Source: an optimization exercise on an open RTL-to-GDS flow (aim: small area). Production flows keep margins and buffers that such runs may drop.

## run 1
Design towerSceneTop, start of the top module:
module towerSceneTop (
	input logic clk,
	input logic resetN,
	input logic startOfFrame,
	input logic pause,
	input logic [21:0] pixel,  
	output logic [7:0] rgb,
	output logic towerPixel
);
Settings: LEC_CHECK=0, CAP_MARGIN=0, CORE_MARGIN=2, CORE_UTILIZATION=40, GPL_TIMING_DRIVEN=0, SLEW_MARGIN=0; clock period 8.0 ns.
standard.sh (not shown) runs the stock make flow with config.mk's settings and CLKGATE_MAP_FILE= SYNTH_SCRIPT=/design/flow/synth_recipe.tcl, a recipe that flattens the netlist after the stock synthesis.
==> flow/flow/run.sh <==
#!/bin/bash
# Layout flow: the standard synthesis unchanged, then an area re-mapping of its
# combinational cells with ABC (every register cell kept as it is, same instance and
# type), checked equal to the standard netlist by Yosys; then the standard ORFS flow from
# the floorplan on, with buf_1 cells as the port buffers.
# Each tool writes its full output to a log of its own in this folder.
set -euo pipefail
HERE=$PWD
R=$HERE/orfs/results/$FLOW_PLATFORM/towerSceneTop/base
LIB=$FLOW_HOME/platforms/$FLOW_PLATFORM/lib/sky130_fd_sc_hd__tt_025C_1v80.lib

# 1. standard synthesis
bash standard.sh $R/1_2_yosys.v > synth.log 2>&1
cp $R/1_2_yosys.v std_1_2_yosys.v

# 2. re-map the combinational logic for area
DONT=""
for c in $(grep -o 'cell *( *"\?sky130_fd_sc_hd__\(lpflow\|probe\)[a-z0-9_]*' $LIB | grep -o 'sky130_fd_sc_hd__[a-z0-9_]*' | sort -u); do
	DONT="$DONT -dont_use $c"
done
FFS=$(grep -o 'sky130_fd_sc_hd__[a-z0-9_]*' std_1_2_yosys.v | sort -u | grep -E '__(df|edf|sdf|dl)' | tr '\n' ' ')
cp flow/resyn.abc resyn.abc
cat > resyn.ys <<EOS
read_liberty -overwrite -setattr liberty_cell -ignore_miss_func $LIB
read_verilog std_1_2_yosys.v
hierarchy -top $FLOW_TOP
setattr -mod -set blackbox 1 $FFS
flatten
opt_clean
techmap
opt -fast
abc -script $HERE/resyn.abc -liberty $LIB $DONT
opt_clean
setundef -zero
splitnets
opt_clean -purge
hilomap -singleton -hicell sky130_fd_sc_hd__conb_1 HI -locell sky130_fd_sc_hd__conb_1 LO
insbuf -buf sky130_fd_sc_hd__buf_4 A X
opt_clean -purge
tee -o resyn_stat.txt stat -liberty $LIB
write_verilog -noattr -nohex -nodec resyn_1_2_yosys.v
EOS
USE=std
if yosys -s resyn.ys > resyn.log 2>&1; then
	# prove the new netlist equal to the standard one: every register cell cut into ports
	# (paired by instance name), then ABC proves the combinational miter unsatisfiable
	python3 flow/cutff.py std_1_2_yosys.v eq_gold.v
	python3 flow/cutff.py resyn_1_2_yosys.v eq_gate.v
	sed -i 's/\b_\([0-9][0-9]*\)_\b/zz\1_/g' eq_gate.v
	cat > equiv.ys <<EOS
read_liberty -overwrite -ignore_miss_func $LIB
read_verilog eq_gold.v
rename $FLOW_TOP gold
read_verilog eq_gate.v
rename $FLOW_TOP gate
flatten
opt_clean
miter -equiv -flatten gold gate miter
hierarchy -top miter
flatten
opt_clean
setundef -zero
techmap
aigmap
opt_clean
write_aiger miter.aig
EOS
	if yosys -s equiv.ys > equiv.log 2>&1; then
		yosys-abc -c "read miter.aig; print_stats; strash; iprove" > equiv_abc.log 2>&1 || true
		if grep -q '^UNSATISFIABLE' equiv_abc.log; then
			USE=resyn
		fi
	fi
fi
echo "netlist used: $USE" > netlist_used.txt
if [[ $USE == resyn ]]; then
	cp resyn_1_2_yosys.v $R/1_2_yosys.v
	touch $R/1_2_yosys.v
fi

# 3. the rest of the standard flow
export BUFFER_PORTS_ARGS="-buffer_cell sky130_fd_sc_hd__buf_1"
export CTS_ARGS="-sink_clustering_enable -repair_clock_nets -dont_use_dummy_load -buf_list {sky130_fd_sc_hd__clkbuf_8} -root_buf sky130_fd_sc_hd__clkbuf_16 -sink_clustering_size 12 -sink_clustering_max_diameter 60"
bash standard.sh > layout.log 2>&1
Other scripts of this flow, unchanged in this note and not shown: flow/flow/cutff.py, flow/flow/resyn.abc
Run 1 ran to completion and came out clean on the timing, design-rule and antenna checks.
The inputs of run 2 differ from those of run 1 as listed below.
diff --git a/flow/flow/run.sh b/flow/flow/run.sh
--- a/flow/flow/run.sh
+++ b/flow/flow/run.sh
@@ -83 +83 @@
-export CTS_ARGS="-sink_clustering_enable -repair_clock_nets -dont_use_dummy_load -buf_list {sky130_fd_sc_hd__clkbuf_8} -root_buf sky130_fd_sc_hd__clkbuf_16 -sink_clustering_size 12 -sink_clustering_max_diameter 60"
+export CTS_ARGS="-sink_clustering_enable -repair_clock_nets -dont_use_dummy_load -buf_list {sky130_fd_sc_hd__clkbuf_8} -root_buf sky130_fd_sc_hd__clkbuf_8 -sink_buffer_max_cap_derate 1.6"
==> comparison <==
Port buffer count: run 2 vs run 1 identical. Run 1 → run 2: total placed cells including tap cells was more or less identical, post-placement worst setup slack barely changed, count of pins on the block boundary level. Width of the chip of run 1 is on par with run 2. Diff run 2..run 1 | synthesized area per cell | unchanged. Run 2 -> run 1: cell area after technology mapping delta 0, exact match. Net count after synthesis delta (run 2 -> run 1): insignificant. | y dimension of the die | run 1 vs run 2 | ≈ equal |. The flow ended early for run 2: it failed with a tool error in 4_1_cts.
[inputs] run 3 vs run 2
diff --git a/flow/flow/run.sh b/flow/flow/run.sh
--- a/flow/flow/run.sh
+++ b/flow/flow/run.sh
@@ -83 +83 @@
-export CTS_ARGS="-sink_clustering_enable -repair_clock_nets -dont_use_dummy_load -buf_list {sky130_fd_sc_hd__clkbuf_8} -root_buf sky130_fd_sc_hd__clkbuf_8 -sink_buffer_max_cap_derate 1.6"
+export CTS_ARGS="-sink_clustering_enable -repair_clock_nets -dont_use_dummy_load -buf_list {sky130_fd_sc_hd__clkbuf_8} -root_buf sky130_fd_sc_hd__clkbuf_16 -sink_clustering_size 12 -sink_clustering_max_diameter 60"
diff --git a/flow/config.mk b/flow/config.mk
--- a/flow/config.mk
+++ b/flow/config.mk
@@ -8 +8 @@
-export CAP_MARGIN = 0
+export CAP_MARGIN = 20
@@ -12 +12 @@
-export SLEW_MARGIN = 0
+export SLEW_MARGIN = 20
## What came out
Run 3 finished every step from synthesis to the final layout, and the layout passed the timing, design-rule and antenna checks.
Run 3 vs. run 2: number of primary I/O pins stayed essentially flat, cell area after synthesis stayed essentially flat.
Net count after synthesis: run 2 vs run 3 identical
Going from run 2 to run 3, worst setup slack before clock tree synthesis increased 0.22 ns, number of instances in the placed design did not really move.
Number of instances in the synthesized netlist came out exactly the same in run 3 and run 2.
Area after detailed placement of run 3 exceeds that of run 2 slightly.
No run of this note included a check of the RTL's function; only the layout flow was run.

## afterwards: timing with drivers on the ports
No port has a modelled driver above. Below, the same layouts with a new extraction and two added sets of constraints. Step 1, drivers: a clkbuf_16 drives clk and a buf_2 each remaining input, both assumed. Step 2 times the ports against the registers' clock, not the clock port: input delays grow and output delays shrink by t, the midpoint of the rising clock arrivals with the driver on. Slacks: ideal ports / drivers / drivers and shift; pairs: ideal ports / drivers.
run | t (ns) | setup WS [ns] | latest minus earliest clock arrival (ns) | cell pins on the clock port's net
run 1 | 0.548 | 0.846 / 0.841 / 0.293 | 0.043 / 0.043 | 1
run 3 | 0.550 | 0.813 / 0.830 / 0.279 | 0.031 / 0.031 | 1
After both steps every run listed still meets setup and hold. For run 1, which loses most, drivers alone change the setup slack by -0.005 ns; drivers and shift together by -0.553 ns.
